Background: an optimization exercise with open tools, aiming at small area, a short achievable clock period and few clock cycles. Do not read the settings as production practice. Function was checked by simulation only, so behaviour that the tests miss may differ from the original.

**design/flow/design.v**
```verilog
`default_nettype none
package ems_pkg;
  localparam int COORD_W     = 16;                   
  localparam int EXTRA_FRAC  = 6;                    
  localparam int POINT_W     = 22;                   
  localparam int DELTA_W     = 35;                   
  localparam int MAX_DEPTH   = 6;                    
  localparam int DIFF_W      = COORD_W + 1;          
  localparam int SQ_W        = 2 * COORD_W;          
  localparam int SUM_W       = SQ_W + 1;             
  localparam int DEPTH_W     = $clog2(MAX_DEPTH + 1);
  localparam int STEP_W      = DIFF_W + EXTRA_FRAC;  
  localparam int REM_W       = MAX_DEPTH;            
  localparam logic [DELTA_W-1:0] DELTA_RESET = DELTA_W'(4096);
endpackage
`default_nettype wire
`default_nettype none
module ems_sq_tree (
  input  wire logic [15:0] u,
  input  wire logic        g,
  output logic [31:0]       s_o,
  output logic [31:0]       c_o
);
  wire t0 = u[0] & u[1];
  wire t1 = u[0] & u[2];
  wire t2 = u[0] & u[3];
  wire t3 = u[0] & u[4];
  wire t4 = u[0] & u[5];
  wire t5 = u[0] & u[6];
  wire t6 = u[0] & u[7];
  wire t7 = u[0] & u[8];
  wire t8 = u[0] & u[9];
  wire t9 = u[0] & u[10];
  wire t10 = u[0] & u[11];
  wire t11 = u[0] & u[12];
  wire t12 = u[0] & u[13];
  wire t13 = u[0] & u[14];
  wire t14 = u[0] & u[15];
  wire t15 = g & u[0];
  wire t16 = u[1] & u[2];
  wire t17 = u[1] & u[3];
  wire t18 = u[1] & u[4];
  wire t19 = u[1] & u[5];
  wire t20 = u[1] & u[6];
  wire t21 = u[1] & u[7];
  wire t22 = u[1] & u[8];
  wire t23 = u[1] & u[9];
  wire t24 = u[1] & u[10];
  wire t25 = u[1] & u[11];
  wire t26 = u[1] & u[12];
  wire t27 = u[1] & u[13];
  wire t28 = u[1] & u[14];
  wire t29 = u[1] & u[15];
  wire t30 = g & u[1];
  wire t31 = u[2] & u[3];
  wire t32 = u[2] & u[4];
  wire t33 = u[2] & u[5];
  wire t34 = u[2] & u[6];
  wire t35 = u[2] & u[7];
  wire t36 = u[2] & u[8];
  wire t37 = u[2] & u[9];
  wire t38 = u[2] & u[10];
  wire t39 = u[2] & u[11];
  wire t40 = u[2] & u[12];
  wire t41 = u[2] & u[13];
  wire t42 = u[2] & u[14];
  wire t43 = u[2] & u[15];
  wire t44 = g & u[2];
  wire t45 = u[3] & u[4];
  wire t46 = u[3] & u[5];
  wire t47 = u[3] & u[6];
  wire t48 = u[3] & u[7];
  wire t49 = u[3] & u[8];
  wire t50 = u[3] & u[9];
  wire t51 = u[3] & u[10];
  wire t52 = u[3] & u[11];
  wire t53 = u[3] & u[12];
  wire t54 = u[3] & u[13];
  wire t55 = u[3] & u[14];
  wire t56 = u[3] & u[15];
  wire t57 = g & u[3];
  wire t58 = u[4] & u[5];
  wire t59 = u[4] & u[6];
  wire t60 = u[4] & u[7];
  wire t61 = u[4] & u[8];
  wire t62 = u[4] & u[9];
  wire t63 = u[4] & u[10];
  wire t64 = u[4] & u[11];
  wire t65 = u[4] & u[12];
  wire t66 = u[4] & u[13];
  wire t67 = u[4] & u[14];
  wire t68 = u[4] & u[15];
  wire t69 = g & u[4];
  wire t70 = u[5] & u[6];
  wire t71 = u[5] & u[7];
  wire t72 = u[5] & u[8];
  wire t73 = u[5] & u[9];
  wire t74 = u[5] & u[10];
  wire t75 = u[5] & u[11];
  wire t76 = u[5] & u[12];
  wire t77 = u[5] & u[13];
  wire t78 = u[5] & u[14];
  wire t79 = u[5] & u[15];
  wire t80 = g & u[5];
  wire t81 = u[6] & u[7];
  wire t82 = u[6] & u[8];
  wire t83 = u[6] & u[9];
  wire t84 = u[6] & u[10];
  wire t85 = u[6] & u[11];
  wire t86 = u[6] & u[12];
  wire t87 = u[6] & u[13];
  wire t88 = u[6] & u[14];
  wire t89 = u[6] & u[15];
  wire t90 = g & u[6];
  wire t91 = u[7] & u[8];
  wire t92 = u[7] & u[9];
  wire t93 = u[7] & u[10];
  wire t94 = u[7] & u[11];
  wire t95 = u[7] & u[12];
  wire t96 = u[7] & u[13];
  wire t97 = u[7] & u[14];
  wire t98 = u[7] & u[15];
  wire t99 = g & u[7];
  wire t100 = u[8] & u[9];
  wire t101 = u[8] & u[10];
  wire t102 = u[8] & u[11];
  wire t103 = u[8] & u[12];
  wire t104 = u[8] & u[13];
  wire t105 = u[8] & u[14];
  wire t106 = u[8] & u[15];
  wire t107 = g & u[8];
  wire t108 = u[9] & u[10];
  wire t109 = u[9] & u[11];
  wire t110 = u[9] & u[12];
  wire t111 = u[9] & u[13];
  wire t112 = u[9] & u[14];
  wire t113 = u[9] & u[15];
  wire t114 = g & u[9];
  wire t115 = u[10] & u[11];
  wire t116 = u[10] & u[12];
  wire t117 = u[10] & u[13];
  wire t118 = u[10] & u[14];
  wire t119 = u[10] & u[15];
  wire t120 = g & u[10];
  wire t121 = u[11] & u[12];
  wire t122 = u[11] & u[13];
  wire t123 = u[11] & u[14];
  wire t124 = u[11] & u[15];
  wire t125 = g & u[11];
  wire t126 = u[12] & u[13];
  wire t127 = u[12] & u[14];
  wire t128 = u[12] & u[15];
  wire t129 = g & u[12];
  wire t130 = u[13] & u[14];
  wire t131 = u[13] & u[15];
  wire t132 = g & u[13];
  wire t133 = u[14] & u[15];
  wire t134 = g & u[14];
  wire t135 = g & u[15];
  wire t136 = t14 ^ t28;
  wire t137 = t14 & t28;
  wire t138 = t8 ^ t22;
  wire t139 = t8 & t22;
  wire t140 = t9 ^ t23;
  wire t141 = t9 & t23;
  wire t142 = t10 ^ t24 ^ t37;
  wire t143 = (t10 & t24) | (t10 & t37) | (t24 & t37);
  wire t144 = t49 ^ t60;
  wire t145 = t49 & t60;
  wire t146 = t11 ^ t25 ^ t38;
  wire t147 = (t11 & t25) | (t11 & t38) | (t25 & t38);
  wire t148 = t50 ^ t61;
  wire t149 = t50 & t61;
  wire t150 = t12 ^ t26 ^ t39;
  wire t151 = (t12 & t26) | (t12 & t39) | (t26 & t39);
  wire t152 = t51 ^ t62 ^ t72;
  wire t153 = (t51 & t62) | (t51 & t72) | (t62 & t72);
  wire t154 = t81 ^ u[7];
  wire t155 = t81 & u[7];
  wire t156 = t13 ^ t27 ^ t40;
  wire t157 = (t13 & t27) | (t13 & t40) | (t27 & t40);
  wire t158 = t52 ^ t63 ^ t73;
  wire t159 = (t52 & t63) | (t52 & t73) | (t63 & t73);
  wire t160 = t82 ^ t134;
  wire t161 = t82 & t134;
  wire t162 = t136 ^ t41 ^ t53;
  wire t163 = (t136 & t41) | (t136 & t53) | (t41 & t53);
  wire t164 = t64 ^ t74 ^ t83;
  wire t165 = (t64 & t74) | (t64 & t83) | (t74 & t83);
  wire t166 = t91 ^ u[8] ^ t135;
  wire t167 = (t91 & u[8]) | (t91 & t135) | (u[8] & t135);
  wire t168 = t137 ^ t29 ^ t42;
  wire t169 = (t137 & t29) | (t137 & t42) | (t29 & t42);
  wire t170 = t54 ^ t65 ^ t75;
  wire t171 = (t54 & t65) | (t54 & t75) | (t65 & t75);
  wire t172 = t84 ^ t92;
  wire t173 = t84 & t92;
  wire t174 = t43 ^ t55 ^ t66;
  wire t175 = (t43 & t55) | (t43 & t66) | (t55 & t66);
  wire t176 = t76 ^ t85 ^ t93;
  wire t177 = (t76 & t85) | (t76 & t93) | (t85 & t93);
  wire t178 = t100 ^ u[9];
  wire t179 = t100 & u[9];
  wire t180 = t56 ^ t67 ^ t77;
  wire t181 = (t56 & t67) | (t56 & t77) | (t67 & t77);
  wire t182 = t86 ^ t94;
  wire t183 = t86 & t94;
  wire t184 = t68 ^ t78 ^ t87;
  wire t185 = (t68 & t78) | (t68 & t87) | (t78 & t87);
  wire t186 = t95 ^ t102;
  wire t187 = t95 & t102;
  wire t188 = t79 ^ t88;
  wire t189 = t79 & t88;
  wire t190 = t89 ^ t97;
  wire t191 = t89 & t97;
  wire t192 = t4 ^ t18;
  wire t193 = t4 & t18;
  wire t194 = t5 ^ t19;
  wire t195 = t5 & t19;
  wire t196 = t6 ^ t20 ^ t33;
  wire t197 = (t6 & t20) | (t6 & t33) | (t20 & t33);
  wire t198 = t45 ^ u[4];
  wire t199 = t45 & u[4];
  wire t200 = t7 ^ t21 ^ t34;
  wire t201 = (t7 & t21) | (t7 & t34) | (t21 & t34);
  wire t202 = t46 ^ t107;
  wire t203 = t46 & t107;
  wire t204 = t138 ^ t35 ^ t47;
  wire t205 = (t138 & t35) | (t138 & t47) | (t35 & t47);
  wire t206 = t58 ^ u[5] ^ t114;
  wire t207 = (t58 & u[5]) | (t58 & t114) | (u[5] & t114);
  wire t208 = t139 ^ t140 ^ t36;
  wire t209 = (t139 & t140) | (t139 & t36) | (t140 & t36);
  wire t210 = t48 ^ t59 ^ t120;
  wire t211 = (t48 & t59) | (t48 & t120) | (t59 & t120);
  wire t212 = t141 ^ t142 ^ t144;
  wire t213 = (t141 & t142) | (t141 & t144) | (t142 & t144);
  wire t214 = t70 ^ u[6] ^ t125;
  wire t215 = (t70 & u[6]) | (t70 & t125) | (u[6] & t125);
  wire t216 = t143 ^ t145 ^ t146;
  wire t217 = (t143 & t145) | (t143 & t146) | (t145 & t146);
  wire t218 = t148 ^ t71 ^ t129;
  wire t219 = (t148 & t71) | (t148 & t129) | (t71 & t129);
  wire t220 = t147 ^ t149 ^ t150;
  wire t221 = (t147 & t149) | (t147 & t150) | (t149 & t150);
  wire t222 = t152 ^ t154 ^ t132;
  wire t223 = (t152 & t154) | (t152 & t132) | (t154 & t132);
  wire t224 = t151 ^ t153 ^ t155;
  wire t225 = (t151 & t153) | (t151 & t155) | (t153 & t155);
  wire t226 = t156 ^ t158 ^ t160;
  wire t227 = (t156 & t158) | (t156 & t160) | (t158 & t160);
  wire t228 = t157 ^ t159 ^ t161;
  wire t229 = (t157 & t159) | (t157 & t161) | (t159 & t161);
  wire t230 = t162 ^ t164 ^ t166;
  wire t231 = (t162 & t164) | (t162 & t166) | (t164 & t166);
  wire t232 = t163 ^ t165 ^ t167;
  wire t233 = (t163 & t165) | (t163 & t167) | (t165 & t167);
  wire t234 = t168 ^ t170 ^ t172;
  wire t235 = (t168 & t170) | (t168 & t172) | (t170 & t172);
  wire t236 = t169 ^ t171 ^ t173;
  wire t237 = (t169 & t171) | (t169 & t173) | (t171 & t173);
  wire t238 = t174 ^ t176 ^ t178;
  wire t239 = (t174 & t176) | (t174 & t178) | (t176 & t178);
  wire t240 = t175 ^ t177 ^ t179;
  wire t241 = (t175 & t177) | (t175 & t179) | (t177 & t179);
  wire t242 = t180 ^ t182 ^ t101;
  wire t243 = (t180 & t182) | (t180 & t101) | (t182 & t101);
  wire t244 = t181 ^ t183 ^ t184;
  wire t245 = (t181 & t183) | (t181 & t184) | (t183 & t184);
  wire t246 = t186 ^ t108 ^ u[10];
  wire t247 = (t186 & t108) | (t186 & u[10]) | (t108 & u[10]);
  wire t248 = t185 ^ t187 ^ t188;
  wire t249 = (t185 & t187) | (t185 & t188) | (t187 & t188);
  wire t250 = t96 ^ t103 ^ t109;
  wire t251 = (t96 & t103) | (t96 & t109) | (t103 & t109);
  wire t252 = t189 ^ t190 ^ t104;
  wire t253 = (t189 & t190) | (t189 & t104) | (t190 & t104);
  wire t254 = t110 ^ t115 ^ u[11];
  wire t255 = (t110 & t115) | (t110 & u[11]) | (t115 & u[11]);
  wire t256 = t191 ^ t98 ^ t105;
  wire t257 = (t191 & t98) | (t191 & t105) | (t98 & t105);
  wire t258 = t111 ^ t116;
  wire t259 = t111 & t116;
  wire t260 = t106 ^ t112 ^ t117;
  wire t261 = (t106 & t112) | (t106 & t117) | (t112 & t117);
  wire t262 = t121 ^ u[12];
  wire t263 = t121 & u[12];
  wire t264 = t113 ^ t118;
  wire t265 = t113 & t118;
  wire t266 = t119 ^ t123;
  wire t267 = t119 & t123;
  wire t268 = t2 ^ t16;
  wire t269 = t2 & t16;
  wire t270 = t3 ^ t17;
  wire t271 = t3 & t17;
  wire t272 = t192 ^ t31 ^ u[3];
  wire t273 = (t192 & t31) | (t192 & u[3]) | (t31 & u[3]);
  wire t274 = t193 ^ t194 ^ t32;
  wire t275 = (t193 & t194) | (t193 & t32) | (t194 & t32);
  wire t276 = t195 ^ t196 ^ t198;
  wire t277 = (t195 & t196) | (t195 & t198) | (t196 & t198);
  wire t278 = t197 ^ t199 ^ t200;
  wire t279 = (t197 & t199) | (t197 & t200) | (t199 & t200);
  wire t280 = t201 ^ t203 ^ t204;
  wire t281 = (t201 & t203) | (t201 & t204) | (t203 & t204);
  wire t282 = t205 ^ t207 ^ t208;
  wire t283 = (t205 & t207) | (t205 & t208) | (t207 & t208);
  wire t284 = t209 ^ t211 ^ t212;
  wire t285 = (t209 & t211) | (t209 & t212) | (t211 & t212);
  wire t286 = t213 ^ t215 ^ t216;
  wire t287 = (t213 & t215) | (t213 & t216) | (t215 & t216);
  wire t288 = t217 ^ t219 ^ t220;
  wire t289 = (t217 & t219) | (t217 & t220) | (t219 & t220);
  wire t290 = t221 ^ t223 ^ t224;
  wire t291 = (t221 & t223) | (t221 & t224) | (t223 & t224);
  wire t292 = t225 ^ t227 ^ t228;
  wire t293 = (t225 & t227) | (t225 & t228) | (t227 & t228);
  wire t294 = t229 ^ t231 ^ t232;
  wire t295 = (t229 & t231) | (t229 & t232) | (t231 & t232);
  wire t296 = t233 ^ t235 ^ t236;
  wire t297 = (t233 & t235) | (t233 & t236) | (t235 & t236);
  wire t298 = t237 ^ t239 ^ t240;
  wire t299 = (t237 & t239) | (t237 & t240) | (t239 & t240);
  wire t300 = t241 ^ t243 ^ t244;
  wire t301 = (t241 & t243) | (t241 & t244) | (t243 & t244);
  wire t302 = t245 ^ t247 ^ t248;
  wire t303 = (t245 & t247) | (t245 & t248) | (t247 & t248);
  wire t304 = t249 ^ t251 ^ t252;
  wire t305 = (t249 & t251) | (t249 & t252) | (t251 & t252);
  wire t306 = t253 ^ t255 ^ t256;
  wire t307 = (t253 & t255) | (t253 & t256) | (t255 & t256);
  wire t308 = t257 ^ t259 ^ t260;
  wire t309 = (t257 & t259) | (t257 & t260) | (t259 & t260);
  wire t310 = t261 ^ t263 ^ t264;
  wire t311 = (t261 & t263) | (t261 & t264) | (t263 & t264);
  wire t312 = t265 ^ t266 ^ t126;
  wire t313 = (t265 & t266) | (t265 & t126) | (t266 & t126);
  wire t314 = t267 ^ t124;
  wire t315 = t267 & t124;
  wire t316 = t128 ^ t130;
  wire t317 = t128 & t130;
  wire t318 = t0 ^ u[1];
  wire t319 = t0 & u[1];
  wire t320 = t1 ^ t44;
  wire t321 = t1 & t44;
  wire t322 = t268 ^ u[2] ^ t57;
  wire t323 = (t268 & u[2]) | (t268 & t57) | (u[2] & t57);
  wire t324 = t269 ^ t270 ^ t69;
  wire t325 = (t269 & t270) | (t269 & t69) | (t270 & t69);
  wire t326 = t271 ^ t272 ^ t80;
  wire t327 = (t271 & t272) | (t271 & t80) | (t272 & t80);
  wire t328 = t273 ^ t274 ^ t90;
  wire t329 = (t273 & t274) | (t273 & t90) | (t274 & t90);
  wire t330 = t275 ^ t276 ^ t99;
  wire t331 = (t275 & t276) | (t275 & t99) | (t276 & t99);
  wire t332 = t277 ^ t278 ^ t202;
  wire t333 = (t277 & t278) | (t277 & t202) | (t278 & t202);
  wire t334 = t279 ^ t280 ^ t206;
  wire t335 = (t279 & t280) | (t279 & t206) | (t280 & t206);
  wire t336 = t281 ^ t282 ^ t210;
  wire t337 = (t281 & t282) | (t281 & t210) | (t282 & t210);
  wire t338 = t283 ^ t284 ^ t214;
  wire t339 = (t283 & t284) | (t283 & t214) | (t284 & t214);
  wire t340 = t285 ^ t286 ^ t218;
  wire t341 = (t285 & t286) | (t285 & t218) | (t286 & t218);
  wire t342 = t287 ^ t288 ^ t222;
  wire t343 = (t287 & t288) | (t287 & t222) | (t288 & t222);
  wire t344 = t289 ^ t290 ^ t226;
  wire t345 = (t289 & t290) | (t289 & t226) | (t290 & t226);
  wire t346 = t291 ^ t292 ^ t230;
  wire t347 = (t291 & t292) | (t291 & t230) | (t292 & t230);
  wire t348 = t293 ^ t294 ^ t234;
  wire t349 = (t293 & t294) | (t293 & t234) | (t294 & t234);
  wire t350 = t295 ^ t296 ^ t238;
  wire t351 = (t295 & t296) | (t295 & t238) | (t296 & t238);
  wire t352 = t297 ^ t298 ^ t242;
  wire t353 = (t297 & t298) | (t297 & t242) | (t298 & t242);
  wire t354 = t299 ^ t300 ^ t246;
  wire t355 = (t299 & t300) | (t299 & t246) | (t300 & t246);
  wire t356 = t301 ^ t302 ^ t250;
  wire t357 = (t301 & t302) | (t301 & t250) | (t302 & t250);
  wire t358 = t303 ^ t304 ^ t254;
  wire t359 = (t303 & t304) | (t303 & t254) | (t304 & t254);
  wire t360 = t305 ^ t306 ^ t258;
  wire t361 = (t305 & t306) | (t305 & t258) | (t306 & t258);
  wire t362 = t307 ^ t308 ^ t262;
  wire t363 = (t307 & t308) | (t307 & t262) | (t308 & t262);
  wire t364 = t309 ^ t310 ^ t122;
  wire t365 = (t309 & t310) | (t309 & t122) | (t310 & t122);
  wire t366 = t311 ^ t312 ^ u[13];
  wire t367 = (t311 & t312) | (t311 & u[13]) | (t312 & u[13]);
  wire t368 = t313 ^ t314 ^ t127;
  wire t369 = (t313 & t314) | (t313 & t127) | (t314 & t127);
  wire t370 = t315 ^ t316 ^ u[14];
  wire t371 = (t315 & t316) | (t315 & u[14]) | (t316 & u[14]);
  wire t372 = t317 ^ t131;
  wire t373 = t317 & t131;
  wire t374 = t133 ^ u[15];
  wire t375 = t133 & u[15];
  assign s_o = {t375, t373, t371, t369, t367, t365, t363, t361, t359, t357, t355, t353, t351, t349, t347, t345, t343, t341, t339, t337, t335, t333, t331, t329, t327, t325, t323, t321, t319, t318, t15, u[0]};
  assign c_o = {1'b0, t374, t372, t370, t368, t366, t364, t362, t360, t358, t356, t354, t352, t350, t348, t346, t344, t342, t340, t338, t336, t334, t332, t330, t328, t326, t324, t322, t320, t30, 1'b0, g};
endmodule
`default_nettype wire
`default_nettype none
module ems_cmp_le (
  input  wire logic [35:0] a,
  input  wire logic [35:0] b,
  output logic        le_o
);
  wire c0 = ~a[0] & b[0];
  wire c1 = ~(a[0] ^ b[0]);
  wire c2 = ~a[1] & b[1];
  wire c3 = ~(a[1] ^ b[1]);
  wire c4 = ~a[2] & b[2];
  wire c5 = ~(a[2] ^ b[2]);
  wire c6 = ~a[3] & b[3];
  wire c7 = ~(a[3] ^ b[3]);
  wire c8 = ~a[4] & b[4];
  wire c9 = ~(a[4] ^ b[4]);
  wire c10 = ~a[5] & b[5];
  wire c11 = ~(a[5] ^ b[5]);
  wire c12 = ~a[6] & b[6];
  wire c13 = ~(a[6] ^ b[6]);
  wire c14 = ~a[7] & b[7];
  wire c15 = ~(a[7] ^ b[7]);
  wire c16 = ~a[8] & b[8];
  wire c17 = ~(a[8] ^ b[8]);
  wire c18 = ~a[9] & b[9];
  wire c19 = ~(a[9] ^ b[9]);
  wire c20 = ~a[10] & b[10];
  wire c21 = ~(a[10] ^ b[10]);
  wire c22 = ~a[11] & b[11];
  wire c23 = ~(a[11] ^ b[11]);
  wire c24 = ~a[12] & b[12];
  wire c25 = ~(a[12] ^ b[12]);
  wire c26 = ~a[13] & b[13];
  wire c27 = ~(a[13] ^ b[13]);
  wire c28 = ~a[14] & b[14];
  wire c29 = ~(a[14] ^ b[14]);
  wire c30 = ~a[15] & b[15];
  wire c31 = ~(a[15] ^ b[15]);
  wire c32 = ~a[16] & b[16];
  wire c33 = ~(a[16] ^ b[16]);
  wire c34 = ~a[17] & b[17];
  wire c35 = ~(a[17] ^ b[17]);
  wire c36 = ~a[18] & b[18];
  wire c37 = ~(a[18] ^ b[18]);
  wire c38 = ~a[19] & b[19];
  wire c39 = ~(a[19] ^ b[19]);
  wire c40 = ~a[20] & b[20];
  wire c41 = ~(a[20] ^ b[20]);
  wire c42 = ~a[21] & b[21];
  wire c43 = ~(a[21] ^ b[21]);
  wire c44 = ~a[22] & b[22];
  wire c45 = ~(a[22] ^ b[22]);
  wire c46 = ~a[23] & b[23];
  wire c47 = ~(a[23] ^ b[23]);
  wire c48 = ~a[24] & b[24];
  wire c49 = ~(a[24] ^ b[24]);
  wire c50 = ~a[25] & b[25];
  wire c51 = ~(a[25] ^ b[25]);
  wire c52 = ~a[26] & b[26];
  wire c53 = ~(a[26] ^ b[26]);
  wire c54 = ~a[27] & b[27];
  wire c55 = ~(a[27] ^ b[27]);
  wire c56 = ~a[28] & b[28];
  wire c57 = ~(a[28] ^ b[28]);
  wire c58 = ~a[29] & b[29];
  wire c59 = ~(a[29] ^ b[29]);
  wire c60 = ~a[30] & b[30];
  wire c61 = ~(a[30] ^ b[30]);
  wire c62 = ~a[31] & b[31];
  wire c63 = ~(a[31] ^ b[31]);
  wire c64 = ~a[32] & b[32];
  wire c65 = ~(a[32] ^ b[32]);
  wire c66 = ~a[33] & b[33];
  wire c67 = ~(a[33] ^ b[33]);
  wire c68 = ~a[34] & b[34];
  wire c69 = ~(a[34] ^ b[34]);
  wire c70 = ~a[35] & b[35];
  wire c71 = ~(a[35] ^ b[35]);
  wire c72 = c2 | (c3 & c0);
  wire c73 = c3 & c1;
  wire c74 = c6 | (c7 & c4);
  wire c75 = c7 & c5;
  wire c76 = c10 | (c11 & c8);
  wire c77 = c11 & c9;
  wire c78 = c14 | (c15 & c12);
  wire c79 = c15 & c13;
  wire c80 = c18 | (c19 & c16);
  wire c81 = c19 & c17;
  wire c82 = c22 | (c23 & c20);
  wire c83 = c23 & c21;
  wire c84 = c26 | (c27 & c24);
  wire c85 = c27 & c25;
  wire c86 = c30 | (c31 & c28);
  wire c87 = c31 & c29;
  wire c88 = c34 | (c35 & c32);
  wire c89 = c35 & c33;
  wire c90 = c38 | (c39 & c36);
  wire c91 = c39 & c37;
  wire c92 = c42 | (c43 & c40);
  wire c93 = c43 & c41;
  wire c94 = c46 | (c47 & c44);
  wire c95 = c47 & c45;
  wire c96 = c50 | (c51 & c48);
  wire c97 = c51 & c49;
  wire c98 = c54 | (c55 & c52);
  wire c99 = c55 & c53;
  wire c100 = c58 | (c59 & c56);
  wire c101 = c59 & c57;
  wire c102 = c62 | (c63 & c60);
  wire c103 = c63 & c61;
  wire c104 = c66 | (c67 & c64);
  wire c105 = c67 & c65;
  wire c106 = c70 | (c71 & c68);
  wire c107 = c71 & c69;
  wire c108 = c74 | (c75 & c72);
  wire c109 = c75 & c73;
  wire c110 = c78 | (c79 & c76);
  wire c111 = c79 & c77;
  wire c112 = c82 | (c83 & c80);
  wire c113 = c83 & c81;
  wire c114 = c86 | (c87 & c84);
  wire c115 = c87 & c85;
  wire c116 = c90 | (c91 & c88);
  wire c117 = c91 & c89;
  wire c118 = c94 | (c95 & c92);
  wire c119 = c95 & c93;
  wire c120 = c98 | (c99 & c96);
  wire c121 = c99 & c97;
  wire c122 = c102 | (c103 & c100);
  wire c123 = c103 & c101;
  wire c124 = c106 | (c107 & c104);
  wire c125 = c107 & c105;
  wire c126 = c110 | (c111 & c108);
  wire c127 = c111 & c109;
  wire c128 = c114 | (c115 & c112);
  wire c129 = c115 & c113;
  wire c130 = c118 | (c119 & c116);
  wire c131 = c119 & c117;
  wire c132 = c122 | (c123 & c120);
  wire c133 = c123 & c121;
  wire c134 = c128 | (c129 & c126);
  wire c135 = c129 & c127;
  wire c136 = c132 | (c133 & c130);
  wire c137 = c133 & c131;
  wire c138 = c136 | (c137 & c134);
  wire c139 = c137 & c135;
  wire c140 = c124 | (c125 & c138);
  wire c141 = c125 & c139;
  assign le_o = c140 | c141;
endmodule
`default_nettype wire
`default_nettype none
import ems_pkg::*;
module edge_midpoint_subdivider (
  input  wire logic                      clk_i,
  input  wire logic                      rst_ni,
  input  wire logic                      cfg_we_i,
  input  wire logic [DELTA_W-1:0]        cfg_wdata_i,
  input  wire logic                      edge_valid_i,
  output logic                           edge_ready_o,
  input  wire logic signed [COORD_W-1:0] edge_start_x_i,
  input  wire logic signed [COORD_W-1:0] edge_start_y_i,
  input  wire logic signed [COORD_W-1:0] edge_end_x_i,
  input  wire logic signed [COORD_W-1:0] edge_end_y_i,
  output logic                           point_valid_o,
  input  wire logic                      point_ready_i,
  output logic signed [POINT_W-1:0]      point_x_o,
  output logic signed [POINT_W-1:0]      point_y_o,
  output logic                           point_last_o,
  output logic                           point_capped_o
);
  logic [DELTA_W-1:0] delta_q;
  always_ff @(posedge clk_i or negedge rst_ni) begin
    if (!rst_ni) begin
      delta_q <= DELTA_RESET;
    end else if (cfg_we_i) begin
      delta_q <= cfg_wdata_i;
    end
  end
  logic a_v, b_v, b_ph, c_v, c_lp, e_v;
  logic a_mv, b_load, b_mv, c_done, c_hand, fire;
  logic fit;
  logic [DEPTH_W-1:0] c_k;
  logic e_last;
  logic c_ok, c_hand0, c_hand1, b_mv0, b_mv1;
  assign fire    = e_v & point_ready_i;
  assign c_done  = fit | (c_k == DEPTH_W'(MAX_DEPTH));
  assign c_ok    = c_v & ~c_lp & c_done;
  assign c_hand0 = c_ok & ~e_v;              
  assign c_hand1 = c_ok & e_v & e_last;      
  assign c_hand  = c_hand0 | (c_hand1 & point_ready_i);
  assign b_mv0   = b_v & b_ph & (~c_v | c_hand0);
  assign b_mv1   = b_v & b_ph & c_hand1;
  assign b_mv    = b_mv0 | (b_mv1 & point_ready_i);
  assign b_load = ~b_v | b_mv;
  assign a_mv   = a_v & b_load;
  assign edge_ready_o = ~a_v;
  always_ff @(posedge clk_i or negedge rst_ni) begin
    if (!rst_ni) begin
      a_v  <= 1'b0;
      b_v  <= 1'b0;
      b_ph <= 1'b0;
      c_v  <= 1'b0;
      c_lp <= 1'b0;
      e_v  <= 1'b0;
    end else begin
      a_v <= a_v ? ~a_mv : edge_valid_i;
      if (b_load) begin
        b_v  <= a_v;
        b_ph <= 1'b0;
      end else if (b_v) begin
        b_ph <= 1'b1;
      end
      if (b_mv) begin
        c_v <= 1'b1;
      end else if (c_hand) begin
        c_v <= 1'b0;
      end
      c_lp <= b_mv;
      if (c_hand) begin
        e_v <= 1'b1;
      end else if (fire & e_last) begin
        e_v <= 1'b0;
      end
    end
  end
  logic signed [COORD_W-1:0] a_sx, a_sy, a_ex, a_ey;
  always_ff @(posedge clk_i) begin
    if (!a_v) begin
      a_sx <= edge_start_x_i;
      a_sy <= edge_start_y_i;
      a_ex <= edge_end_x_i;
      a_ey <= edge_end_y_i;
    end
  end
  logic signed [DIFF_W-1:0] a_dx, a_dy;
  logic [COORD_W-1:0]       b_ux, b_uy;    
  logic                     b_gx, b_gy;    
  logic signed [COORD_W-1:0] b_sx, b_sy;
  assign a_dx = DIFF_W'(a_ex) - DIFF_W'(a_sx);
  assign a_dy = DIFF_W'(a_ey) - DIFF_W'(a_sy);
  always_ff @(posedge clk_i) begin
    if (b_load) begin
      b_sx <= a_sx;
      b_sy <= a_sy;
      b_ux <= a_dx[COORD_W-1:0] ^ {COORD_W{a_dx[DIFF_W-1]}};
      b_uy <= a_dy[COORD_W-1:0] ^ {COORD_W{a_dy[DIFF_W-1]}};
      b_gx <= a_dx[DIFF_W-1];
      b_gy <= a_dy[DIFF_W-1];
    end else if (!b_ph) begin
      b_ux <= b_uy;
      b_uy <= b_ux;
      b_gx <= b_gy;
      b_gy <= b_gx;
    end
  end
  logic [SQ_W-1:0] sq_s, sq_c, s1_q, c1_q;
  logic            q_x;
  ems_sq_tree u_sq (
    .u   (b_ux),
    .g   (b_gx),
    .s_o (sq_s),
    .c_o (sq_c)
  );
  always_ff @(posedge clk_i) begin
    s1_q <= sq_s;
    c1_q <= sq_c;
  end
  always_ff @(posedge clk_i or negedge rst_ni) begin
    if (!rst_ni) begin
      q_x <= 1'b0;
    end else begin
      q_x <= b_v & ~b_ph & ~b_load;
    end
  end
  logic [SQ_W-1:0]  acc_q;
  logic [SQ_W-1:0]  r3_s, r3_c;
  logic [SUM_W-1:0] sum2;
  assign r3_s = acc_q ^ s1_q ^ c1_q;
  assign r3_c = (acc_q & s1_q) | (acc_q & c1_q) | (s1_q & c1_q);
  assign sum2 = SUM_W'(r3_s) + {r3_c, 1'b0};
  always_ff @(posedge clk_i) begin
    if (q_x) begin
      acc_q <= sum2[SQ_W-1:0];
    end else if (c_lp || !b_v) begin
      acc_q <= '0;
    end
  end
  logic signed [COORD_W-1:0] c_sx, c_sy;
  logic signed [STEP_W-1:0]  c_stx, c_sty;
  logic [SUM_W-1:0]          c_l;
  logic                      c_st;
  logic signed [DIFF_W-1:0]  b_dx, b_dy;
  assign b_dx = {b_gy, b_uy ^ {COORD_W{b_gy}}};
  assign b_dy = {b_gx, b_ux ^ {COORD_W{b_gx}}};
  ems_cmp_le u_fit (
    .a    ({{(DELTA_W - SUM_W){1'b0}}, c_l, c_st}),
    .b    ({delta_q, 1'b0}),
    .le_o (fit)
  );
  always_ff @(posedge clk_i) begin
    if (b_mv) begin
      c_sx  <= b_sx;
      c_sy  <= b_sy;
      c_stx <= {b_dx, {EXTRA_FRAC{1'b0}}};
      c_sty <= {b_dy, {EXTRA_FRAC{1'b0}}};
    end else if (c_v && !c_lp && !c_done) begin
      c_stx <= c_stx >>> 1;
      c_sty <= c_sty >>> 1;
    end
  end
  always_ff @(posedge clk_i or negedge rst_ni) begin
    if (!rst_ni) begin
      c_k <= '0;
    end else if (b_mv) begin
      c_k <= '0;
    end else if (c_v && !c_lp && !c_done) begin
      c_k <= c_k + DEPTH_W'(1);
    end
  end
  always_ff @(posedge clk_i) begin
    if (c_lp) begin
      c_l  <= sum2;
      c_st <= 1'b0;
    end else if (c_v && !c_done) begin
      c_l  <= c_l >> 2;
      c_st <= c_st | c_l[1] | c_l[0];
    end
  end
  logic signed [POINT_W-1:0] px_q, py_q, stx_q, sty_q;
  logic signed [POINT_W-1:0] nstx, nsty, npx, npy;
  logic [REM_W-1:0]          rem_q;
  logic                      cap_q;
  assign nstx = c_stx[POINT_W-1:0];
  assign nsty = c_sty[POINT_W-1:0];
  assign npx  = {c_sx, {EXTRA_FRAC{1'b0}}} + nstx;
  assign npy  = {c_sy, {EXTRA_FRAC{1'b0}}} + nsty;
  always_ff @(posedge clk_i) begin
    if (c_hand) begin
      px_q  <= npx;
      py_q  <= npy;
      stx_q <= nstx;
      sty_q <= nsty;
      rem_q <= REM_W'((1 << c_k) - 1);
      cap_q <= ~fit;
    end else if (fire) begin
      px_q  <= px_q + stx_q;
      py_q  <= py_q + sty_q;
      rem_q <= rem_q - REM_W'(1);
    end
  end
  always_ff @(posedge clk_i or negedge rst_ni) begin
    if (!rst_ni) begin
      e_last <= 1'b0;
    end else if (c_hand) begin
      e_last <= (c_k == '0);
    end else if (fire) begin
      e_last <= (rem_q == REM_W'(1));
    end
  end
  assign point_valid_o  = e_v;
  assign point_x_o      = px_q;
  assign point_y_o      = py_q;
  assign point_last_o   = e_last;
  assign point_capped_o = cap_q;
endmodule
`default_nettype wire
```
**design/flow/run.sh**
```bash
#!/bin/bash
# synth_recipe.tcl (not shown) runs the flow's synth.tcl, then flattens the netlist and writes it again
# the make line also repeats each setting of config.mk as NAME=value (left out here)
make -C /OpenROAD-flow-scripts/flow DESIGN_CONFIG=/design/flow/config.mk WORK_HOME=/design/flow/orfs CLKGATE_MAP_FILE= SYNTH_SCRIPT=/design/flow/synth_recipe.tcl finish
```
**design/flow/config.mk**
```make
export PLATFORM = sky130hd
export DESIGN_NAME = edge_midpoint_subdivider
export DESIGN_NICKNAME = edge_midpoint_subdivider
export VERILOG_FILES = /design/flow/design.v
export SDC_FILE = /design/flow/constraint.sdc
export NUM_CORES = 4
export LEC_CHECK = 0
export CAP_MARGIN = 20
export CORE_MARGIN = 2
export CORE_UTILIZATION = 40
export PLACE_DENSITY = 0.6
export SETUP_SLACK_MARGIN = 5
export SLEW_MARGIN = 20
```
**design/flow/constraint.sdc**
```tcl
create_clock -name core_clock -period 9.0 [get_ports {clk_i}]
set_input_delay 1.8000 -clock core_clock [delete_from_list [all_inputs] [get_ports {clk_i}]]
set_output_delay 1.8000 -clock core_clock [all_outputs]
set_load 0.01 [all_outputs]
```
==> results.json, run 1 <==
{
  "cp-end-kind": "flip-flop",
  "crit_path_max_fanout": 50,
  "hold_viol_final": 0,
  "initial_core_util_pct": 40.4,
  "firstDrtPassIters": 5,
  "critPathKind": "reg -> reg",
  "syn_inst": 2338,
  "grt_max_degree": 85,
  "max_cap_violations": 0,
  "gp_congestion": 0.830,
  "cts_sinks": 477,
  "dpl_cell_area_um2": 30200,
  "maxSlewHeadroom_pct": 26.8,
  "hp-class": "reg -> reg",
  "tns_ps": 0,
  "use_met3_pct": 2.31,
  "die-area_um2": 71500,
  "fp.dieH_um": 267,
  "grt_use_total_pct": 17.4,
  "area_growth_pct": 15.7,
  "synth_ff_type": "edfxtp_1",
  "port-buffer-count": 151,
  "ios": 152,
  "vias_per_cell": 5.09,
  "layout_common_cells": "edfxtp_1 (356), ha_1 (219), inv_1 (208)",
  "hold_slack_ps": 419,
  "ys_warn_count": 1,
  "skew_ps": 70.3,
  "hpwl_um": 44900,
  "synth_edf_count": 356,
  "dieWidth_um": 267,
  "ys_async_sr_fraction_pct": 9.64,
  "layout_commonest_cell": "edfxtp_1",
  "setup_violations": 0,
  "synth-seq-area-share_pct": 48.1,
  "yosysUniqueCellTypes": 85,
  "clk_latency_ps": 640,
  "grt_pass1_wl_um": 98400,
  "required_ps": 9280,
  "core_um2": 68700,
  "post-route-period-util_pct": 42.6,
  "period_minus_slack_ps": 3840,
  "tightest_slew_ps": 1100,
  "place_inst": 3367,
  "drt_iter0_markers": 1062,
  "diodes": 0,
  "overflow": 0,
  "syn_nets": 2783,
  "avgSynthCellArea_um2": 11.9,
  "fillers": 6238,
  "numCtsBuffers": 52,
  "ys_seq_elements": 477,
  "finalNonFillerCells": 3469,
  "rsz0062_at_grt": "true",
  "routedWlPerCell_um": 17.8,
  "drc": 0,
  "report.final.slew_viol_count": 0,
  "cp_data_arrival_time_ps": 4110,
  "ctsHoldBuffers": 0,
  "clock-root-buffer": "clkbuf_16",
  "row_count": 96,
  "grt_pass1_vias": 18300,
  "ant_nets": 0,
  "grt_use_met2_pct": 29.2,
  "cts_tree": "yes",
  "antenna_found_initial": 0,
  "cts-htree-levels": 2,
  "fmax_ghz": 0.261,
  "synth_area_um2": 27800,
  "start_kind": "flip-flop",
  "final_area_um2": 32100,
  "gr-usage-met1_pct": 23.7,
  "wirelength_um": 61900,
  "clkTransAtPathRegs_ps": 60,
  "vias": 17700,
  "status": "timing/DRC/antenna clean",
  "clk_path_buf_depth": 3,
  "drive_gt1_share_pct": 7.49,
  "grt-busiest-layer": "met2",
  "layout.nets": 2940
}
worst paths after layout:
| kind | start | slack [ps] | cells after the start | endpoint |
|---|---|---|---|---|
| worst max-delay path | delta_q[20] | 5160 | 10 | c_sty[16] |
| worst min-delay path | b_sx[10] | 420 | 0 | c_sx[10] |
| worst max register to register | delta_q[20] | 5160 | 10 | c_sty[16] |
| worst min register to register | b_sx[10] | 420 | 0 | c_sx[10] |
| max in group asynchronous | rst_ni | 7190 | 2 | c_lp |
| min in group asynchronous | rst_ni | 1300 | 2 | b_ph |
synth_stat cells (all sizes together), types with 11 or more instances:
master	number	share of area [%]
edfxtp	356	39
ha	219	9.9
inv	211	2.9
nand2	148	2.0
a21oi	137	2.5
fa	122	8.8
nor2	115	1.6
and2	111	2.5
o21ai	106	1.9
xnor2	94	3.0
mux2	78	3.2
dfxtp	75	5.4
xor2	73	2.3
dfrtp	45	4.1
clkbuf	40	0.54
a21o	34	0.92
a22o	33	1.0
nor3	27	0.50
buf	26	0.64
nor2b	26	0.59
o21a	25	0.68
nand2b	24	0.54
nand3	22	0.40
mux2i	20	0.72
a211oi	19	0.53
o21bai	13	0.35
and3	11	0.25
or3	11	0.25
metal layers:
metal  vias to the layer above  wire length, um
met5                         -                0
met4                         0             1220
met3                        85             2400
met2                       340            29400
met1                      8672            28800
li1                       8560                -
area by class of cell:
class / count / area (um2) / area share [%]
flip-flops and latches: 477 / 13300 / 41.6
inverters: 211 / 801 / 2.49
well taps: 931 / 1160 / 3.63
multi-input cells: 1587 / 13400 / 41.8
repair buffers: 166 / 1640 / 5.11
clock buffers: 75 / 1460 / 4.54
clock inverters: 22 / 293 / 0.912
registers in the layout, summed over array words and instances, names as in the netlist, 23 cells and up:
signal / flops
delta_q: 35
c_l: 33
acc_q: 32
s1_q: 32
c1_q: 30
c_stx: 23
c_sty: 23
per-stage QoR:
stage | utilization (%) | setup WS [ps]
floorplan | - | 5190
global placement | 44.0 | 4070
detailed placement | 44.0 | 4040
CTS | 46.7 | 5000
global route | 46.7 | 4940
finish | 46.7 | 5160
worst max-delay path: stages, from the launching register on:
cell and delay [ps]:
dfrtp_1 380, ha_1 310, a21o_1 180, a21o_1 190, a221oi_2 350, a21boi_1 330, a311oi_4 100, a211oi_4 450
and3b_2 270, buf_6 390, or2_2 500
logic make-up (layout without fill, tap and decap cells):
| family | after synthesis | after routing | share of synthesized area, % |
|---|---|---|---|
| muxes | 98 | 98 | 3.88 |
| and+or+nand+nor | 527 | 530 | 9.42 |
| adders and majority gates | 341 | 341 | 18.7 |
| xor gates and xnor gates | 169 | 169 | 5.43 |
| DFF | 477 | 477 | 48.1 |
| AOI/OAI and AO/OA | 449 | 449 | 10.5 |
| buffers and inverters | 277 | 474 | 4.03 |
what timing repair did:
| item | 4_1_cts | 5_1_grt |
|---|---|---|
| pin swaps | 1 | 1 |
| gates resized for setup | 12 | 8 |
| setup endpoints to repair | 222 | 120 |
| gates cloned | 2 | 1 |
| buffers inserted | 2 | 0 |
Testbench counts, summed over its fixed seeds: cycles 16,976.
==> run 2: changes to the inputs <==
==> design/flow/flow/run.sh (new file) <==
#!/bin/bash
# The standard layout, with repair_timing aiming for a larger setup margin.
set -euo pipefail
bash standard.sh SETUP_SLACK_MARGIN=6.0 finish > standard_make.log 2>&1
==> design/flow/standard.sh (new file) <==
#!/bin/bash
# synth_recipe.tcl (not shown) runs the flow's synth.tcl, then flattens the netlist and writes it again
# the make line also repeats each setting of config.mk as NAME=value (left out here)
make -C /OpenROAD-flow-scripts/flow DESIGN_CONFIG=/design/flow/config.mk WORK_HOME=/design/flow/orfs CLKGATE_MAP_FILE= SYNTH_SCRIPT=/design/flow/synth_recipe.tcl "${@:-finish}"
removed: design/flow/run.sh
==> results.json, run 2 <==
{
  "clock-root-buffer": "clkbuf_16",
  "ctsHoldBuffers": 0,
  "wirelength_um": 75300,
  "syn_nets": 2783,
  "period_minus_slack_ps": 3390,
  "port-buffer-count": 151,
  "setup_violations": 0,
  "synth_top_cell_by_area": "edfxtp_1",
  "top_regs": "delta_q: 35 flops, c_l: 33 flops",
  "synth_area_um2": 27800,
  "antenna_found_initial": 0,
  "clk_path_buf_depth": 3,
  "synth_edf_count": 356,
  "clkTransAtPathRegs_ps": 60,
  "hold_depth": 0,
  "post-route-util_pct": 53.3,
  "r2r_cells": 13,
  "start_kind": "flip-flop",
  "syn_inst": 2338,
  "synth_most_common_cell": "edfxtp_1",
  "required_ps": 9360,
  "largest_reg_flops": 35,
  "routedWlPerCell_um": 20.2,
  "row_count": 96,
  "diodes": 0,
  "drc": 0,
  "hold_slack_ps": 417,
  "fillers": 5761,
  "hp-class": "reg -> reg",
  "cp_cell_sequence": "ha_4 -> nand2_4 -> o21ai_4 -> a41oi_2 -> a211o_1 -> a311oi_4 -> a211oi_4 -> buf_12 -> buf_6 -> buf_8 -> or4b_4 -> nor3_2 -> a21oi_2",
  "crit_family": "compound AO/OA/AOI/OAI gates",
  "area_growth_pct": 31.9,
  "final_area_um2": 36600,
  "initial_core_util_pct": 40.4,
  "rsz0062_at_grt": "true",
  "grt_pass1_wl_um": 111000,
  "regMostFlops": "delta_q",
  "tightest_slew_ps": 990,
  "hold_viol_final": 0,
  "critPathKind": "reg -> reg",
  "fp.dieH_um": 267,
  "ant_nets": 0,
  "dieWidth_um": 267,
  "grt_pass1_vias": 19500,
  "cts-htree-levels": 2,
  "cts_sinks": 477,
  "setup_ws_ps": 5610,
  "die-area_um2": 71500,
  "post-route-period-util_pct": 37.7,
  "ios": 152,
  "drt_iter0_markers": 1617,
  "layout_commonest_cell": "edfxtp_1",
  "maxSlewHeadroom_pct": 34.0,
  "report.final.slew_viol_count": 0,
  "slowest_delay_ps": 650,
  "avgSynthCellArea_um2": 11.9,
  "layout.nets": 3188,
  "hpwl_um": 44700,
  "overflow": 0,
  "vias_per_cell": 5.23,
  "cp_data_arrival_time_ps": 3760,
  "rrSetupSlack_ps": 5610,
  "grt_max_degree": 74,
  "firstDrtPassIters": 5,
  "min_to": "c_sx[10]",
  "skew_ps": 32.6,
  "crit_path_max_fanout": 6,
  "place_inst": 3363,
  "layout_common_cells": "edfxtp_1 (356), inv_1 (194), ha_1 (194)",
  "ys_seq_elements": 477,
  "r2r-start": "delta_q[10]",
  "crit_buf_inv": 3,
  "dpl_cell_area_um2": 30400,
  "gp_congestion": 0.840,
  "holdCritStartpoint": "b_sx[10]",
  "r2r-end": "rem_q[2]",
  "tns_ps": 0,
  "cts_tree": "yes",
  "synth_area_leaders": "edfxtp_1 (39%), ha_1 (9.9%), fa_1 (8.8%)",
  "numCtsBuffers": 53,
  "finalNonFillerCells": 3719,
  "netlist.area_leader.share_pct": 38.5,
  "fmax_ghz": 0.295,
  "status": "timing/DRC/antenna clean",
  "cp-end-kind": "flip-flop",
  "ys_warn_count": 1,
  "yosysUniqueCellTypes": 85,
  "core_um2": 68700,
  "synth_ff_type": "edfxtp_1",
  "slowest_stage": "or4b_4",
  "grt_use_total_pct": 20.1,
  "place_ws_ps": 4090,
  "max_cap_violations": 0,
  "clk_latency_ps": 630,
  "vias": 19400,
  "synth-seq-area-share_pct": 48.1,
  "synth_commonest_cells": "edfxtp_1 (356), ha_1 (219), inv_1 (210)",
  "drive_gt1_share_pct": 25.8,
  "ys_async_sr_fraction_pct": 9.64
}
-- run 2: what timing repair did --
item	CTS	global route
setup buffers	142	58
pin swaps	82	113
endpoints found under the setup margin	504	483
gates cloned	37	19
gates resized for setup	367	246
-- run 2: logic make-up (layout without fill, tap and decap cells) --
| group | count (synthesis) | in the layout | synth area share, % |
|---|---|---|---|
| multiplexers | 98 | 98 | 3.88 |
| XOR/XNOR | 169 | 169 | 5.43 |
| adder cells (fa/ha/maj) | 341 | 341 | 18.7 |
| flip-flops | 477 | 477 | 48.1 |
| AND/OR/NAND/NOR | 527 | 552 | 9.42 |
| buffers and inverters | 277 | 702 | 4.03 |
| AO/OA/AOI/OAI | 449 | 449 | 10.5 |
-- run 2: cell type report --
cell class	count	area [um2]	area share [%]
tap	931	1160	3.18
timing repair buffer	390	4230	11.5
timing repair inverter	1	7.51	0.0205
inverter	211	807	2.20
sequential	477	13300	36.4
multi-input combinational	1609	15200	41.5
clock buffer	65	1500	4.09
clock inverter	35	382	1.04
-- run 2: layer usage --
layer / routed length, um / GRT usage, %
met4: 1580 / 4.89
met2: 36900 / 34.4
met3: 4350 / 2.57
met5: 0 / 0
met1: 32500 / 27.1
-- run 2: worst max path at each step --
stage             startpoint   endpoint  slack [ps]  cells after the start
2_1_floorplan  point_ready_i    px_q[0]        5650                      6
3_3_place_gp   point_ready_i  c_stx[16]        4200                      6
3_5_place_dp   point_ready_i  c_stx[17]        4090                      6
4_1_cts           delta_q[1]  c_sty[15]        5600                     13
5_1_grt          delta_q[10]    py_q[1]        5510                     13
6_report         delta_q[10]   rem_q[2]        5610                     13
==> run 3: changes to the inputs <==
==> design/flow/flow/run.sh (replaced) <==
#!/bin/bash
# The standard layout, with repair_timing aiming for a larger setup margin.
set -euo pipefail
bash standard.sh SETUP_SLACK_MARGIN=5.5 finish > standard_make.log 2>&1
==> results.json, run 3 <==
{
  "diodes": 0,
  "period_minus_slack_ps": 3430,
  "overflow": 0,
  "numCtsBuffers": 53,
  "hp-class": "reg -> reg",
  "hold_viol_final": 0,
  "grt_pass1_vias": 18100,
  "grt_pass1_wl_um": 97800,
  "ys_seq_elements": 477,
  "maxSlewHeadroom_pct": 40.5,
  "synth_commonest_cells": "edfxtp_1 (356), ha_1 (219), inv_1 (210)",
  "vias": 17800,
  "multi_input_area_um2": 13600,
  "status": "timing/DRC/antenna clean",
  "max_cap_violations": 0,
  "netlist.area_leader.share_pct": 38.5,
  "drive_gt1_share_pct": 9.79,
  "cts_sinks": 477,
  "area_growth_pct": 18.2,
  "cts_tree": "yes",
  "met1_length_um": 28500,
  "clkTransAtPathRegs_ps": 60,
  "fp.dieH_um": 267,
  "drt_iter0_markers": 959,
  "r2r-start": "b_ux[15]",
  "antenna_found_initial": 1,
  "hpwl_um": 44400,
  "wl_met3_um": 3000,
  "hold_depth": 0,
  "post-route-period-util_pct": 38.1,
  "synth_area_um2": 27800,
  "dpl_cell_area_um2": 30200,
  "seqCellArea_um2": 13300,
  "layout_commonest_cell": "edfxtp_1",
  "synth_area_leaders": "edfxtp_1 (39%), ha_1 (9.9%), fa_1 (8.8%)",
  "skew_ps": 25.6,
  "drc": 0,
  "dieWidth_um": 267,
  "layout.nets": 2973,
  "min_to": "c_sx[7]",
  "yosysUniqueCellTypes": 85,
  "regMostFlops": "delta_q",
  "r2r-end": "c1_q[17]",
  "required_ps": 9480,
  "tns_ps": 0,
  "fmax_ghz": 0.291,
  "row_count": 96,
  "avgSynthCellArea_um2": 11.9,
  "ys_warn_count": 1,
  "rsz0062_at_grt": "true",
  "clk_path_buf_depth": 3,
  "top_regs": "delta_q: 35 flops, c_l: 33 flops",
  "gp_congestion": 0.837,
  "top_layer": "met4",
  "grt_use_total_pct": 17.3,
  "start_kind": "flip-flop",
  "synth_edf_count": 356,
  "report.final.slew_viol_count": 0,
  "die-area_um2": 71500,
  "initial_core_util_pct": 40.4,
  "fillers": 6094,
  "synth-seq-area-share_pct": 48.1,
  "clk_latency_ps": 620,
  "ctsHoldBuffers": 0,
  "setup_violations": 0,
  "syn_inst": 2338,
  "ios": 152,
  "wirelength_um": 62400,
  "cp-end-kind": "flip-flop",
  "ys_async_sr_fraction_pct": 9.64,
  "synth_top_cell_by_area": "edfxtp_1",
  "cp_data_arrival_time_ps": 3920,
  "wl_met2_um": 29500,
  "rrSetupSlack_ps": 5570,
  "largest_reg_flops": 35,
  "firstDrtPassIters": 5,
  "cts-htree-levels": 2,
  "layout_common_cells": "edfxtp_1 (356), ha_1 (216), inv_1 (208)",
  "core_um2": 68700,
  "grt_max_degree": 81,
  "syn_nets": 2783,
  "final_area_um2": 32800,
  "critPathKind": "reg -> reg",
  "port-buffer-count": 151,
  "ant_nets": 0,
  "tightest_slew_ps": 890,
  "synth_most_common_cell": "edfxtp_1",
  "synth_ff_type": "edfxtp_1",
  "holdCritStartpoint": "b_sx[7]",
  "r2r_cells": 8,
  "vias_per_cell": 5.08,
  "clock-root-buffer": "clkbuf_16",
  "crit_path_max_fanout": 18,
  "routedWlPerCell_um": 17.8
}
==> run 3: cell counts after synthesis <==
Identical to the previous run, type by type.
==> run 3: cell type report <==
class | count | share of cell area (%)
multi-input combinational | 1590 | 41.4
sequential | 477 | 40.7
timing repair buffer | 195 | 6.42
clock buffer | 71 | 4.57
tap | 931 | 3.55
inverter | 211 | 2.45
clock inverter | 29 | 0.911
==> run 3: worst max-delay path, cell delays in order (launching register included) <==
cell,delay (ps)
edfxtp_1,670
and2_1,300
ha_1,290
inv_1,60
fa_1,510
fa_1,460
fa_1,510
inv_1,50
fa_1,450
==> run 3: worst max-delay path by stage <==
stage               endpoint  depth (start not counted)           from
global route         c_l[29]                         12       acc_q[2]
global placement    c_sty[6]                          7  point_ready_i
CTS                 c_sty[7]                         10    delta_q[20]
detailed placement  c_sty[7]                          7  point_ready_i
floorplan            b_sx[0]                          5  point_ready_i
finish              c1_q[17]                          8       b_ux[15]
==> run 3: repair_timing <==
item / 4_1_cts / 5_1_grt
buffers inserted: 12 / 12
pin swaps: 4 / 14
gates resized for setup: 37 / 40
setup endpoints to repair: 361 / 293
hold endpoints to repair: 0 / 0
gates cloned: 6 / 8
==> run 3: cell families after synthesis <==
kind of cell | share of synthesized area, %
AND/OR/NAND/NOR | 9.42
XOR/XNOR | 5.43
buffers and inverters | 4.03
AO/OA/AOI/OAI | 10.5
flip-flops | 48.1
adder cells (fa/ha/maj) | 18.7
multiplexers | 3.88
==> run 3: routing by layer <==
layer | track usage, % | vias up
li1 | - | 8647
met1 | 23.4 | 8701
met2 | 28.4 | 365
met3 | 3.01 | 94
met4 | 5.06 | 0
met5 | 0 | -
==> run 3: per-stage QoR <==
step                util (%)  hold WS, ps  std cells  worst slack (ps)
floorplan                  -          400       2338              5500
global placement        44.0          411       3366              4030
detailed placement      44.0          407       3366              3920
CTS                     47.2          421       3484              5430
global route            47.8          425       3504              5440
finish                  47.8          421       3504              5570
==> run 4: changes to the inputs <==
==> design/flow/flow/run.sh (replaced) <==
#!/bin/bash
# The standard layout, with the ports buffered by buf_4 rather than the
# flow's default pick, and repair_timing aiming for a larger setup margin.
set -euo pipefail
bash standard.sh SETUP_SLACK_MARGIN=5.5 "BUFFER_PORTS_ARGS=-buffer_cell sky130_fd_sc_hd__buf_4" finish > standard_make.log 2>&1
==> results.json, run 4 <==
{
  "status": "timing/DRC/antenna clean",
  "crit_path_max_fanout": 4,
  "wirelength_um": 64400,
  "cts_tree": "yes",
  "r2r_cells": 11,
  "cp_data_arrival_time_ps": 3760,
  "use_met3_pct": 2.62,
  "netlist.area_leader.share_pct": 38.5,
  "row_count": 96,
  "ios": 152,
  "clk_latency_ps": 610,
  "synth_commonest_cells": "edfxtp_1 (356), ha_1 (219), inv_1 (210)",
  "cts-htree-levels": 2,
  "antenna_found_initial": 3,
  "max_cap_violations": 0,
  "synth_ff_type": "edfxtp_1",
  "grt_use_total_pct": 17.5,
  "grt_pass1_vias": 18100,
  "layout.nets": 2974,
  "area_growth_pct": 17.1,
  "clkTransAtPathRegs_ps": 60,
  "layout_common_cells": "edfxtp_1 (356), ha_1 (214), inv_1 (208)",
  "firstDrtPassIters": 5,
  "post-route-period-util_pct": 38.0,
  "initial_core_util_pct": 40.4,
  "core_um2": 68700,
  "rrSetupSlack_ps": 5580,
  "synth_area_um2": 27800,
  "largest_reg_flops": 35,
  "grt_max_degree": 82,
  "clk_path_buf_depth": 3,
  "ant_nets": 0,
  "ys_seq_elements": 477,
  "report.final.slew_viol_count": 0,
  "drive_gt1_share_pct": 15.5,
  "holdCritStartpoint": "b_sx[10]",
  "avgSynthCellArea_um2": 11.9,
  "ys_warn_count": 1,
  "ys_async_sr_fraction_pct": 9.64,
  "dieWidth_um": 267,
  "start_kind": "flip-flop",
  "gp_congestion": 0.844,
  "grt-busiest-layer": "met2",
  "fp.dieH_um": 267,
  "synth_edf_count": 356,
  "r2r-end": "c_l[32]",
  "grt_use_met2_pct": 29.1,
  "hold_viol_final": 0,
  "cp-end-kind": "flip-flop",
  "routedWlPerCell_um": 18.4,
  "skew_ps": 20.1,
  "maxSlewHeadroom_pct": 41.9,
  "ctsHoldBuffers": 0,
  "tightest_slew_ps": 871,
  "fmax_ghz": 0.292,
  "regMostFlops": "delta_q",
  "layout_commonest_cell": "edfxtp_1",
  "critPathKind": "reg -> reg",
  "synth_most_common_cell": "edfxtp_1",
  "hpwl_um": 45500,
  "setup_violations": 0,
  "tns_ps": 0,
  "overflow": 0,
  "crit_path_start": "acc_q[9]",
  "hold_depth": 0,
  "critPathCapture": "c_l[32]",
  "gr-usage-met1_pct": 23.9,
  "cts_sinks": 477,
  "numCtsBuffers": 54,
  "period_minus_slack_ps": 3420,
  "drt_iter0_markers": 1265,
  "syn_inst": 2338,
  "yosysUniqueCellTypes": 85,
  "grt_pass1_wl_um": 98300,
  "synth_top_cell_by_area": "edfxtp_1",
  "hold_slack_ps": 415,
  "vias": 18000,
  "required_ps": 9340,
  "hp-class": "reg -> reg",
  "synth_area_leaders": "edfxtp_1 (39%), ha_1 (9.9%), fa_1 (8.8%)",
  "r2r-start": "acc_q[9]",
  "drc": 0,
  "vias_per_cell": 5.15,
  "die-area_um2": 71500,
  "syn_nets": 2783,
  "top_regs": "delta_q: 35 flops, c_l: 33 flops",
  "clock-root-buffer": "clkbuf_16",
  "rsz0062_at_grt": "true",
  "port-buffer-count": 151,
  "synth-seq-area-share_pct": 48.1
}
-- run 4: cell counts after synthesis --
No cell type changed its count.
-- run 4: area by class of cell --
class,instances,area (um2)
fill,6267,36200
multi-input combinational,1588,13600
sequential,477,13300
timing repair buffer,196,1710
clock buffer,70,1510
tap,931,1160
inverter,211,812
clock inverter,29,368
timing repair inverter,1,8.76
antenna,1,2.50
-- run 4: cell families after synthesis --
kind of cell	Yosys count	share of synthesized area (%)
xor+xnor	169	5.43
buf+inv	277	4.03
fa+ha+maj	341	18.7
flops	477	48.1
mux	98	3.88
compound gates	449	10.5
simple gates	527	9.42
-- run 4: critical path: stages, from the launching register on --
cell	delay [ps]
edfxtp_1	380
fa_1	450
ha_1	340
a21oi_1	180
o21ai_0	110
a21oi_1	320
a21oi_4	140
a211o_1	330
o21a_1	250
a41oi_2	270
nor3_1	90
a211o_1	300
-- run 4: stage by stage --
step | instances | setup slack (ps) | util (%) | instance area [um2]
6_report | 3504 | 5580 | 47.3 | 32500
5_1_grt | 3503 | 5450 | 47.3 | 32500
4_1_cts | 3476 | 5490 | 46.6 | 32000
3_5_place_dp | 3364 | 4130 | 43.5 | 29900
3_3_place_gp | 3364 | 4170 | 43.5 | 29900
2_1_floorplan | 2338 | 5500 | - | 27800
-- run 4: routing by layer --
layer,up-vias,share of wire [%]
met4,0,2.0
met2,417,48
met1,8907,45
li1,8641,-
met5,-,0
met3,84,4.9
-- run 4: repair_timing --
item                                    CTS  global route
pin swaps                                 6            14
gates resized for setup                  32            35
endpoints found under the setup margin  340           237
setup buffers                             8            20
gates cloned                              5             6
-- run 4: worst min path at each step --
stage	end	slack (ps)
after global routing	c_sx[4]	440
final	c_sx[10]	420
after CTS	c_sx[10]	420
after global placement	c_sx[6]	410
after detailed placement	c_sx[10]	400
after floorplan	c_sx[0]	400
==> run 5: changes to the inputs <==
==> design/flow/flow/run.sh (replaced) <==
#!/bin/bash
# The standard layout, with the ports buffered by buf_4 rather than the
# flow's default pick, and repair_timing aiming for a larger setup margin.
set -euo pipefail
bash standard.sh SETUP_SLACK_MARGIN=5.8 "BUFFER_PORTS_ARGS=-buffer_cell sky130_fd_sc_hd__buf_4"  finish > standard_make.log 2>&1
==> results.json, run 5 <==
{
  "initial_core_util_pct": 40.4,
  "vias_per_cell": 5.26,
  "row_count": 96,
  "synth_edf_count": 356,
  "overflow": 0,
  "hold_viol_final": 0,
  "port-buffer-count": 151,
  "grt_use_total_pct": 20.0,
  "synth_most_common_cell": "edfxtp_1",
  "maxSlewHeadroom_pct": 31.4,
  "holdCritStartpoint": "b_sx[10]",
  "die-area_um2": 71500,
  "hp-class": "reg -> reg",
  "place_ws_ps": 4460,
  "max_cap_violations": 0,
  "synth_area_leaders": "edfxtp_1 (39%), ha_1 (9.9%), fa_1 (8.8%)",
  "r2r-end": "b_ux[0]",
  "layout_commonest_cell": "edfxtp_1",
  "synth_ff_type": "edfxtp_1",
  "period_minus_slack_ps": 3390,
  "dieWidth_um": 267,
  "clkTransAtPathRegs_ps": 60,
  "syn_nets": 2783,
  "layout.nets": 3092,
  "largest_reg_flops": 35,
  "r2r_cells": 15,
  "firstDrtPassIters": 5,
  "antenna_found_initial": 0,
  "grt_max_degree": 73,
  "ios": 152,
  "area_growth_pct": 26.2,
  "ys_seq_elements": 477,
  "ant_nets": 0,
  "clk_latency_ps": 620,
  "hpwl_um": 45500,
  "layout_common_cells": "edfxtp_1 (356), buf_4 (221), inv_1 (203)",
  "core_um2": 68700,
  "cts_sinks": 477,
  "setup_violations": 0,
  "numCtsBuffers": 53,
  "fillers": 5935,
  "gp_congestion": 0.828,
  "rrSetupSlack_ps": 5610,
  "cp_data_arrival_time_ps": 3740,
  "synth-seq-area-share_pct": 48.1,
  "netlist.area_leader.share_pct": 38.5,
  "cts-htree-levels": 2,
  "clk_path_buf_depth": 3,
  "skew_ps": 29.6,
  "grt_pass1_vias": 19500,
  "start_kind": "flip-flop",
  "drive_gt1_share_pct": 24.8,
  "fp.dieH_um": 267,
  "wirelength_um": 72300,
  "synth_area_um2": 27800,
  "syn_inst": 2338,
  "setup_ws_ps": 5610,
  "routedWlPerCell_um": 20.0,
  "synth_top_cell_by_area": "edfxtp_1",
  "seqCellArea_um2": 13300,
  "report.final.slew_viol_count": 0,
  "critPathKind": "reg -> reg",
  "fmax_ghz": 0.295,
  "post-route-period-util_pct": 37.7,
  "regMostFlops": "delta_q",
  "rsz0062_at_grt": "true",
  "grt_pass1_wl_um": 111000,
  "ctsHoldBuffers": 0,
  "hold_depth": 0,
  "top_regs": "delta_q: 35 flops, c_l: 33 flops",
  "multi_input_area_um2": 14800,
  "yosysUniqueCellTypes": 85,
  "ys_async_sr_fraction_pct": 9.64,
  "cp-end-kind": "flip-flop",
  "tns_ps": 0,
  "required_ps": 9350,
  "cts_tree": "yes",
  "status": "timing/DRC/antenna clean",
  "drc": 0,
  "synth_commonest_cells": "edfxtp_1 (356), ha_1 (219), inv_1 (210)",
  "r2r-start": "a_ex[0]",
  "min_to": "c_sx[10]",
  "diodes": 0,
  "ys_warn_count": 1,
  "crit_path_max_fanout": 8,
  "vias": 19100,
  "avgSynthCellArea_um2": 11.9,
  "clock-root-buffer": "clkbuf_16",
  "tightest_slew_ps": 1030,
  "drt_iter0_markers": 1352
}
## run 5: cell counts after synthesis
Identical to the previous run, type by type.
## run 5: how the worst max path moves through the flow
| stage | slack (ps) | from | endpoint | depth (start not counted) |
|---|---|---|---|---|
| final | 5610 | a_ex[0] | b_ux[0] | 15 |
| after CTS | 5630 | delta_q[4] | c_sty[9] | 13 |
| after global routing | 5520 | acc_q[2] | acc_q[31] | 11 |
| after detailed placement | 4460 | point_ready_i | py_q[4] | 6 |
| after global placement | 4520 | point_ready_i | py_q[4] | 6 |
| after floorplan | 5650 | point_ready_i | px_q[0] | 6 |
## run 5: cells by family after synthesis
| group | after synthesis | share of synthesized area, % |
|---|---|---|
| muxes | 98 | 3.88 |
| DFF | 477 | 48.1 |
| adders and majority gates | 341 | 18.7 |
| buffers and inverters | 277 | 4.03 |
| xor gates and xnor gates | 169 | 5.43 |
| and+or+nand+nor | 527 | 9.42 |
| AOI/OAI and AO/OA | 449 | 10.5 |
## run 5: worst max-delay path, cell delays in order, from the launching register on
cell and delay (ps):
edfxtp_1 380, inv_1 70, ha_2 180, inv_2 40, fa_2 360, a211oi_2 210
o21bai_1 120, o22ai_2 260, o31ai_4 120, o41a_1 420, nand2_2 110, a31oi_4 110
buf_12 160, buf_12 140, xor2_1 150, mux2_4 270
## run 5: final cells by class
| type | count | share of cell area [%] |
|---|---|---|
| Multi-Input combinational cell | 1601 | 42.1 |
| Sequential cell | 477 | 38.1 |
| Timing Repair Buffer | 301 | 8.91 |
| Clock buffer | 77 | 4.39 |
| Tap cell | 931 | 3.32 |
| Inverter | 211 | 2.32 |
| Clock inverter | 23 | 0.807 |
| Timing Repair inverter | 2 | 0.0464 |
## run 5: metrics by stage
step / utilization, % / instances / instance area (um2) / hold WS, ps
2_1_floorplan: - / 2338 / 27800 / 400
3_3_place_gp: 43.5 / 3363 / 29900 / 406
3_5_place_dp: 43.5 / 3363 / 29900 / 405
4_1_cts: 49.4 / 3580 / 33900 / 418
5_1_grt: 51.0 / 3623 / 35000 / 430
6_report: 51.0 / 3623 / 35000 / 416
## run 5: what timing repair did
| action | in CTS | in global routing |
|---|---|---|
| setup buffers | 82 | 33 |
| gates cloned | 35 | 9 |
| setup endpoints to repair | 406 | 445 |
| gates resized for setup | 192 | 150 |
| pin swaps | 57 | 78 |
## run 5: per-layer routing
layer	up-vias	GRT usage (%)	share of wire, %
met5	-	0	0
met1	9443	26.7	44
li1	8926	-	-
met2	542	33.7	48
met4	0	5.93	3.0
met3	142	2.75	5.1

==> port drivers added, routing unchanged <==
Ports are ideal in the flow. The routed layouts listed here were re-timed in OpenROAD.
Step 1 sets driving cells, clkbuf_16 on the clock port and buf_2 on the other inputs (assumed; they add their load-dependent delay and slew).
Step 2 adds t to the input delays and takes it off the output delays; t is the mean of the earliest and latest rising clock arrival at the registers after step 1. Input paths then give back, and output paths get back, about the clock's delay inside the block.
Three values: no drivers, after step 1, after step 2; two values: the first two.
| run | t, ns | setup WS [ns] | worst data-port slew with drivers (ns) | pins driven straight from the clock port |
|---|---|---|---|---|
| run 1 | 0.662 | 5.163 / 5.163 / 4.754 | 0.06 | 1 |
| run 2 | 0.673 | 5.607 / 5.607 / 5.001 | 0.05 | 1 |
| run 3 | 0.665 | 5.567 / 5.513 / 5.038 | 0.04 | 1 |
| run 4 | 0.653 | 5.578 / 5.578 / 5.173 | 0.07 | 1 |
| run 5 | 0.659 | 5.606 / 5.606 / 5.254 | 0.04 | 1 |
After both steps setup and hold are still met in every run listed. The setup slack of run 2, which loses most, moves by 0.000 ns with the drivers and by -0.606 ns with both steps.
